Context: an optimization exercise on an open-source flow, tuned for a short achievable clock period and few clock cycles per item. The choices shown serve that exercise and are no tape-out recipe.
Function was checked by simulation only, so behaviour that the tests miss may differ from the original.
Power is estimated from default activity; no workload was simulated.

[flow/design.v]
package isaPkg;
    typedef enum logic [2:0] {
        ADD = 3'b000,
        NEG = 3'b001,
        OR  = 3'b010,
        NOT = 3'b011,
        MOV = 3'b100,
        LDI = 3'b111
    } aluFn;
    typedef enum logic [3:0] {
        NONE   = 4'b0000,
        ALWAYS = 4'b0001,
        C      = 4'b0010,
        NC     = 4'b0011,
        Z      = 4'b0100,
        NZ     = 4'b0101,
        V      = 4'b0110,
        NV     = 4'b0111,
        S      = 4'b1000,
        NS     = 4'b1001,
        HALT   = 4'b1111
    } condCode;
    typedef struct packed {
        condCode                cond;
        aluFn                   fn;
        logic [3-1:0] dst;
        logic [3-1:0] srcA;
        logic [3-1:0] srcB;
    } aluWord;
    typedef struct packed {
        condCode     cond;
        logic [11:0] offset;
    } branchWord;
    typedef union packed {
        aluWord    alu;
        branchWord br;
    } instrWord;
endpackage
package corePkg;
    typedef enum logic [1:0] {
        IDLE   = 2'b00,
        FETCH  = 2'b01,
        DECODE = 2'b10,
        EXEC   = 2'b11
    } seqState;
    typedef struct packed {
        logic c;
        logic z;
        logic v;
        logic s;
    } aluFlags;
endpackage
`timescale 1ns/1ps
module progRam (
    input  logic                    clk,
    input  logic                    loadValid,
    input  logic [7-1:0] loadAddr,
    input  logic [16-1:0]  loadData,
    input  logic [7-1:0] fetchAddr,
    output logic [16-1:0]  fetchData
);
    logic [16-1:0] mem [128];
    always_ff @(posedge clk)
    begin
        if (loadValid)
        begin
            mem[loadAddr] <= loadData;
        end
    end
    always_ff @(posedge clk)
    begin
        fetchData <= mem[fetchAddr];
    end
endmodule
`timescale 1ns/1ps
module regBank (
    input  logic                   clk,
    input  logic                   rstN,
    input  logic                   wrEn,
    input  logic [3-1:0] wrIdx,
    input  logic [16-1:0] wrData,
    input  logic [3-1:0] rdIdxA,
    input  logic [3-1:0] rdIdxB,
    output logic [16-1:0] rdA,
    output logic [16-1:0] rdB
);
    logic [16-1:0]  regs [8];
    logic [8-1:0] wrSel;
    assign wrSel = wrEn ? (8'(1) << wrIdx) : '0;
    always_ff @(posedge clk)
    begin
        for (int i = 0; i < 8; i++)
        begin
            if (!rstN)
                regs[i] <= '0;
            else if (wrSel[i])
                regs[i] <= wrData;
        end
    end
    assign rdA = regs[rdIdxA];
    assign rdB = regs[rdIdxB];
endmodule
`timescale 1ns/1ps
module aluUnit (
    input  logic                   clk,
    input  logic                   rstN,
    input  isaPkg::instrWord       instr,
    input  logic [16-1:0] rdA,
    input  logic [16-1:0] rdB,
    input  logic                   execStrobe,
    output logic [16-1:0] aluResult,
    output logic                   aluWrites,
    output corePkg::aluFlags       flags
);
    localparam int Msb = 16 - 1;
    logic [16:0] sum;
    logic [5:0]           imm;
    logic                 fnWrites;
    assign sum = {1'b0, rdA} + {1'b0, rdB};
    assign imm = {instr.alu.srcA, instr.alu.srcB};
    always_comb
    begin
        case (instr.alu.fn)
            isaPkg::ADD: aluResult = sum[Msb:0];
            isaPkg::NEG: aluResult = -rdB;
            isaPkg::OR:  aluResult = rdA | rdB;
            isaPkg::NOT: aluResult = ~rdB;
            isaPkg::MOV: aluResult = rdB;
            isaPkg::LDI: aluResult = {{(16 - 6){imm[5]}}, imm};
            default:     aluResult = '0;
        endcase
    end
    assign fnWrites = (instr.alu.fn != 3'b101) && (instr.alu.fn != 3'b110);
    assign aluWrites = fnWrites && (instr.alu.cond == isaPkg::NONE);
    always_ff @(posedge clk)
    begin
        if (!rstN)
            flags <= '0;
        else if (execStrobe && aluWrites && instr.alu.fn == isaPkg::ADD)
        begin
            flags.c <= sum[16];
            flags.z <= (sum[Msb:0] == '0);
            flags.v <= (rdA[Msb] == rdB[Msb]) && (sum[Msb] != rdA[Msb]);
            flags.s <= sum[Msb];
        end
    end
endmodule
`timescale 1ns/1ps
module branchUnit (
    input  isaPkg::instrWord        instr,
    input  logic [7-1:0] pc,
    input  corePkg::aluFlags        flags,
    output logic                    taken,
    output logic [7-1:0] target
);
    logic [16-1:0] offsetExt;
    logic [16-1:0] sum;
    always_comb
    begin
        case (instr.br.cond)
            isaPkg::ALWAYS: taken = 1'b1;
            isaPkg::C:      taken = flags.c;
            isaPkg::NC:     taken = !flags.c;
            isaPkg::Z:      taken = flags.z;
            isaPkg::NZ:     taken = !flags.z;
            isaPkg::V:      taken = flags.v;
            isaPkg::NV:     taken = !flags.v;
            isaPkg::S:      taken = flags.s;
            isaPkg::NS:     taken = !flags.s;
            default:        taken = 1'b0;
        endcase
    end
    assign offsetExt = {{(16 - 12){instr.br.offset[11]}}, instr.br.offset};
    assign sum = 16'(pc) + 16'(1) + offsetExt;
    assign target = sum[7-1:0];
endmodule
`timescale 1ns/1ps
module cpuSequencer (
    input  logic                    clk,
    input  logic                    rstN,
    input  logic                    start,
    input  logic [16-1:0]  fetchData,
    input  logic [16-1:0]  aluResult,
    input  logic                    aluWrites,
    input  logic                    taken,
    input  logic [7-1:0] target,
    output logic [7-1:0] fetchAddr,
    output isaPkg::instrWord        instr,
    output logic                    execStrobe,
    output logic                    wbValid,
    output logic [3-1:0]  wbReg,
    output logic [16-1:0]  wbData,
    output logic                    halted
);
    corePkg::seqState        state;
    logic [7-1:0] pc;
    logic                    isHalt;
    assign fetchAddr = pc;
    assign execStrobe = (state == corePkg::EXEC);
    assign isHalt = (instr.br.cond == isaPkg::HALT);
    assign wbValid = execStrobe && aluWrites;
    assign wbReg = instr.alu.dst;
    assign wbData = aluResult;
    always_ff @(posedge clk)
    begin
        if (!rstN)
        begin
            state <= corePkg::IDLE;
            pc <= '0;
            halted <= 1'b0;
        end
        else
        begin
            case (state)
                corePkg::IDLE:
                begin
                    if (start)
                    begin
                        pc <= '0;
                        halted <= 1'b0;
                        state <= corePkg::FETCH;
                    end
                end
                corePkg::FETCH:  state <= corePkg::DECODE;
                corePkg::DECODE: state <= corePkg::EXEC;
                corePkg::EXEC:
                begin
                    if (isHalt)
                    begin
                        halted <= 1'b1;
                        state <= corePkg::IDLE;
                    end
                    else
                    begin
                        pc <= taken ? target : pc + 1'b1;
                        state <= corePkg::FETCH;
                    end
                end
                default: state <= corePkg::IDLE;
            endcase
        end
    end
    always_ff @(posedge clk)
    begin
        if (state == corePkg::DECODE)
            instr <= fetchData;
    end
endmodule
`timescale 1ns/1ps
module cpuTop (
    input  logic                    clk,
    input  logic                    rstN,
    input  logic                    loadValid,
    input  logic [7-1:0] loadAddr,
    input  logic [16-1:0]  loadData,
    input  logic                    start,
    output logic                    wbValid,
    output logic [3-1:0]  wbReg,
    output logic [16-1:0]  wbData,
    output logic                    halted
);
    logic [7-1:0] fetchAddr;
    logic [16-1:0]  fetchData;
    isaPkg::instrWord        instr;
    logic                    execStrobe;
    logic [16-1:0]  rdA;
    logic [16-1:0]  rdB;
    logic [16-1:0]  aluResult;
    logic                    aluWrites;
    corePkg::aluFlags        flags;
    logic                    taken;
    logic [7-1:0] target;
    progRam prog (.clk, .loadValid, .loadAddr, .loadData, .fetchAddr, .fetchData);
    regBank regs (.clk, .rstN, .wrEn(wbValid), .wrIdx(wbReg), .wrData(wbData),
                  .rdIdxA(instr.alu.srcA), .rdIdxB(instr.alu.srcB), .rdA, .rdB);
    aluUnit alu (.clk, .rstN, .instr, .rdA, .rdB, .execStrobe, .aluResult, .aluWrites, .flags);
    branchUnit branch (.instr, .pc(fetchAddr), .flags, .taken, .target);
    cpuSequencer seq (.clk, .rstN, .start, .fetchData, .aluResult, .aluWrites, .taken,
                      .target, .fetchAddr, .instr, .execStrobe, .wbValid, .wbReg, .wbData,
                      .halted);
endmodule
[flow/run.sh]
#!/bin/bash
# synth_recipe.tcl (not shown) runs the flow's synth.tcl, then flattens the netlist and writes it again
# the make line also repeats each setting of config.mk as NAME=value (left out here)
make -C /OpenROAD-flow-scripts/flow DESIGN_CONFIG=/design/flow/config.mk WORK_HOME=/design/flow/orfs CLKGATE_MAP_FILE= SYNTH_SCRIPT=/design/flow/synth_recipe.tcl finish
[flow/config.mk]
export PLATFORM = sky130hd
export DESIGN_NAME = cpuTop
export DESIGN_NICKNAME = cpuTop
export VERILOG_FILES = /design/flow/design.v
export SDC_FILE = /design/flow/constraint.sdc
export NUM_CORES = 4
export LEC_CHECK = 0
export CAP_MARGIN = 20
export CORE_MARGIN = 2
export CORE_UTILIZATION = 40
export SLEW_MARGIN = 20
[flow/constraint.sdc]
create_clock -name core_clock -period 6.5 [get_ports {clk}]
set_input_delay 1.3000 -clock core_clock [delete_from_list [all_inputs] [get_ports {clk}]]
set_output_delay 1.3000 -clock core_clock [all_outputs]
set_load 0.01 [all_outputs]
==> impl_metrics.ini <==
[setup_path]
cp_top_family = compound AO/OA/AOI/OAI gates
crit_slowest_cell = mux4_2
critPathKind = register to output port
end_kind = output port
worst-path-buf-inv = 6
worstPathArrival_ns = 5.07
critical-path-max-stage-delay_ns = 0.48
crit_path_max_fanout = 7
worstSetupStartpointType = register
worstPathCellList = buf_12, mux4_2, nand2_1, o21ai_1, a21o_1, a21o_1, ha_1, a21oi_2, a2bb2oi_2, a211o_1, buf_6, o22ai_4, a41oi_2, buf_4, or4_4, a311oi_4, a211oi_4, buf_12, inv_2, buf_6
worst_ep_required_time_ns = 5.20

[routing]
wirelength_um = 224200
vias = 44400
viasPerCell = 5.711
drt_first_pass_iters = 5
first_iter_violations = 4847
wire_per_inst_um = 28.84
drc = 0
antenna_left = 0

[logic_synthesis]
synthDominantCellAreaShare_pct = 69.74
ys.flop_type = edfxtp_1
synth_nets = 4419
yosysSeqAreaShare_pct = 73.30
synth_edf_count = 2064
synth-seq-cells = 2222
postSynthCellCount = 4349
ys_top_cells_by_area = edfxtp_1 (70%), mux4_2 (17%), dfxtp_1 (3.6%)
synth.distinct_cells = 91
yosysTopAreaCell = edfxtp_1
ys_warn_count = 6
avgSynthCellArea_um2 = 20.43
syn_area_um2 = 88870
async_flop_share_pct = 0

[global_routing]
grt_pass1_vias = 44990
antenna_found_initial = 13
grt_max_degree = 108
grt_util_all_layers_pct = 19.95
grt_pass1_wl_um = 326600
globalRouteOverflowTotal = 0

[placement]
post-place-ws_ns = 0.4364
place_hpwl_um = 132300
gp_congestion = 0.8746
dp.cells = 7334
io_buffer_count = 47

[die]
design.die.area_um2 = 226000
die_w_um = 475.4
fp.coreArea_um2 = 221700
num_rows = 173
start_util_pct = 40.09
die_h_um = 475.4
io_pins = 48

[timing]
fin_setup_tns_ns = 0
fin_crit_ns = 6.371
finalWorstSetupSlack_ns = 0.1295
hold_viol = 0
period_share_pct = 98.01
clock_skew_ns = 0.03850
rsz0062_at_grt = yes
slew_headroom_pct = 24.69
max_freq_mhz = 157.0
finalSetupViolCount = 0
drv_slew = 0
worst_pin_slew_ns = 1.130

[layout]
area_growth_syn_to_layout_pct = 14.80
fin_cells = 7773
drive_gt1_share_pct = 30.16
final_util_pct = 46.03
nNetsFinal = 4685
final_cell_mix = edfxtp_1 (2,064), mux4_2 (685), buf_4 (247)
final_common_cell = edfxtp_1
fillers = 18540

[cts]
numCtsBuffers = 218
clkTransAtPathRegs_ns = 0.06
cts_max_level = 4
clockBufferDepth = 3
cts_tree = done
cts_sinks = 2222
clk_latency_ns = 0.86
cts_hold_buf = 0
cts_root_buf = clkbuf_16

[power_and_ir_drop]
powerDensity_nw_per_um2 = 314.8
finalPower_w = 0.03211
p_leak_nw = 31.15
ir_worst_vdd_v = 0.0002271

[flow_run]
drv_cap = 0

[hold_path]
hp-class = register to register

[outcome]
status = no timing/DRC/antenna violations
[power by group]
part	leakage (nW)	internal, W	switching, W
clock	3.57	0.00747	0.00540
sequential	19.8	0.0157	0.0000889
combinational	7.73	0.00140	0.00203
total	31.1	0.0246	0.00752
[metal layers]
| layer | up-vias | global-route usage [%] | part of all wire, % |
|---|---|---|---|
| met1 | 23920 | 28.74 | 43 |
| met3 | 311 | 3.143 | 6.2 |
| met5 | - | 0 | 0.018 |
| met4 | 6 | 5.293 | 2.4 |
| met2 | 1515 | 31.78 | 48 |
| li1 | 18640 | - | - |
[synth_stat cells, types with 33 or more instances]
cell,n
nor2_1,257
ha_1,41
clkbuf_1,193
mux2i_1,56
buf_1,46
edfxtp_1,2064
a211oi_1,50
mux4_2,685
nand3_1,33
inv_1,62
dfxtp_1,158
o21ai_0,117
nand2_1,93
a21oi_1,104
[layout make-up]
cell class | count | area (um^2) | share of cell area, %
clock inverters | 142 | 1555 | 1.524
multi-input cells | 1799 | 22860 | 22.41
well taps | 2975 | 3722 | 3.649
clock buffers | 257 | 5759 | 5.645
repair buffers | 307 | 2705 | 2.651
flip-flops and latches | 2222 | 65160 | 63.87
inverters | 67 | 251.5 | 0.2465
diodes | 4 | 10.01 | 0.009811
[path summary, 6_finish.rpt]
path | from | slack [ns] | cells past startpoint | to
setup / recovery | seq.instr[3]$_DFFE_PN_ | 0.13 | 20 | wbData[15]
hold / removal | prog.fetchData[13]$_DFF_P_ | 0.39 | 0 | seq.instr[13]$_DFFE_PN_
setup reg to reg | seq.instr[2]$_DFFE_PN_ | 1.88 | 20 | alu.flags[2]$_SDFFE_PN0P_
hold reg to reg | prog.fetchData[13]$_DFF_P_ | 0.39 | 0 | seq.instr[13]$_DFFE_PN_
[cells by family (layout without fill, tap and decap cells)]
kind of cell | after synthesis | after routing | share of synthesized area, %
mux | 763 | 763 | 18.28
compound gates | 449 | 449 | 3.434
xor+xnor | 23 | 23 | 0.2267
flops | 2222 | 2222 | 73.30
buf+inv | 328 | 773 | 1.470
simple gates | 521 | 521 | 2.671
other cells | 0 | 4 | 0
fa+ha+maj | 43 | 43 | 0.6223
[state kept, by name, summed over array words and instances, names as in the netlist]
name            flops
seq.instr          16
regs.regs         128
seq.pc              7
alu.flags           4
prog.fetchData     16
seq.halted          1
prog.mem         2048
seq.state           2
[metrics by stage]
stage                     hold slack, ns  cell area, um^2
after floorplan                   0.3855            88870
after global placement            0.3865            94050
after detailed placement          0.3887            94120
after CTS                         0.3918           101800
after global routing              0.4054           102000
final                             0.3885           102000
[timing repair]
item | 4_1_cts | 5_1_grt
pin swaps | 12 | 13
setup endpoints to repair | 10 | 10
gates resized for setup | 34 | 30
gates cloned | 2 | 0
buffers inserted | 20 | 13
Testbench counts, summed over its fixed seeds: cycles 65,840, instrs 21,904.

afterwards: timing with drivers on the ports:
In the flow no input, the clock included, has a driving cell. The finished layout below was timed again as built, in two steps.
Step 1 (the two cells are an assumption about what drives the block):
set clk [get_ports {clk}]
set_driving_cell -lib_cell sky130_fd_sc_hd__clkbuf_16 $clk
set_driving_cell -lib_cell sky130_fd_sc_hd__buf_2 [delete_from_list [all_inputs] $clk]
Step 2 moves the port delays by t, midway between the first and last clock arrival at a register: inputs arrive t later, outputs are due t later. That takes back most of the time a late clock gives input paths.
Slacks: ideal / step 1 / step 2; pairs: ideal / step 1.
t, ns: 0.913
setup slack, ns: 0.129 / 0.044 / 0.957
latest minus earliest clock arrival (ns): 0.066 / 0.066
worst data-port slew with drivers (ns): 0.16
pins driven straight from the clock port: 1
After both steps setup and hold are still met in this run. The setup slack of this run moves by -0.085 ns with the drivers and by +0.828 ns with both steps.
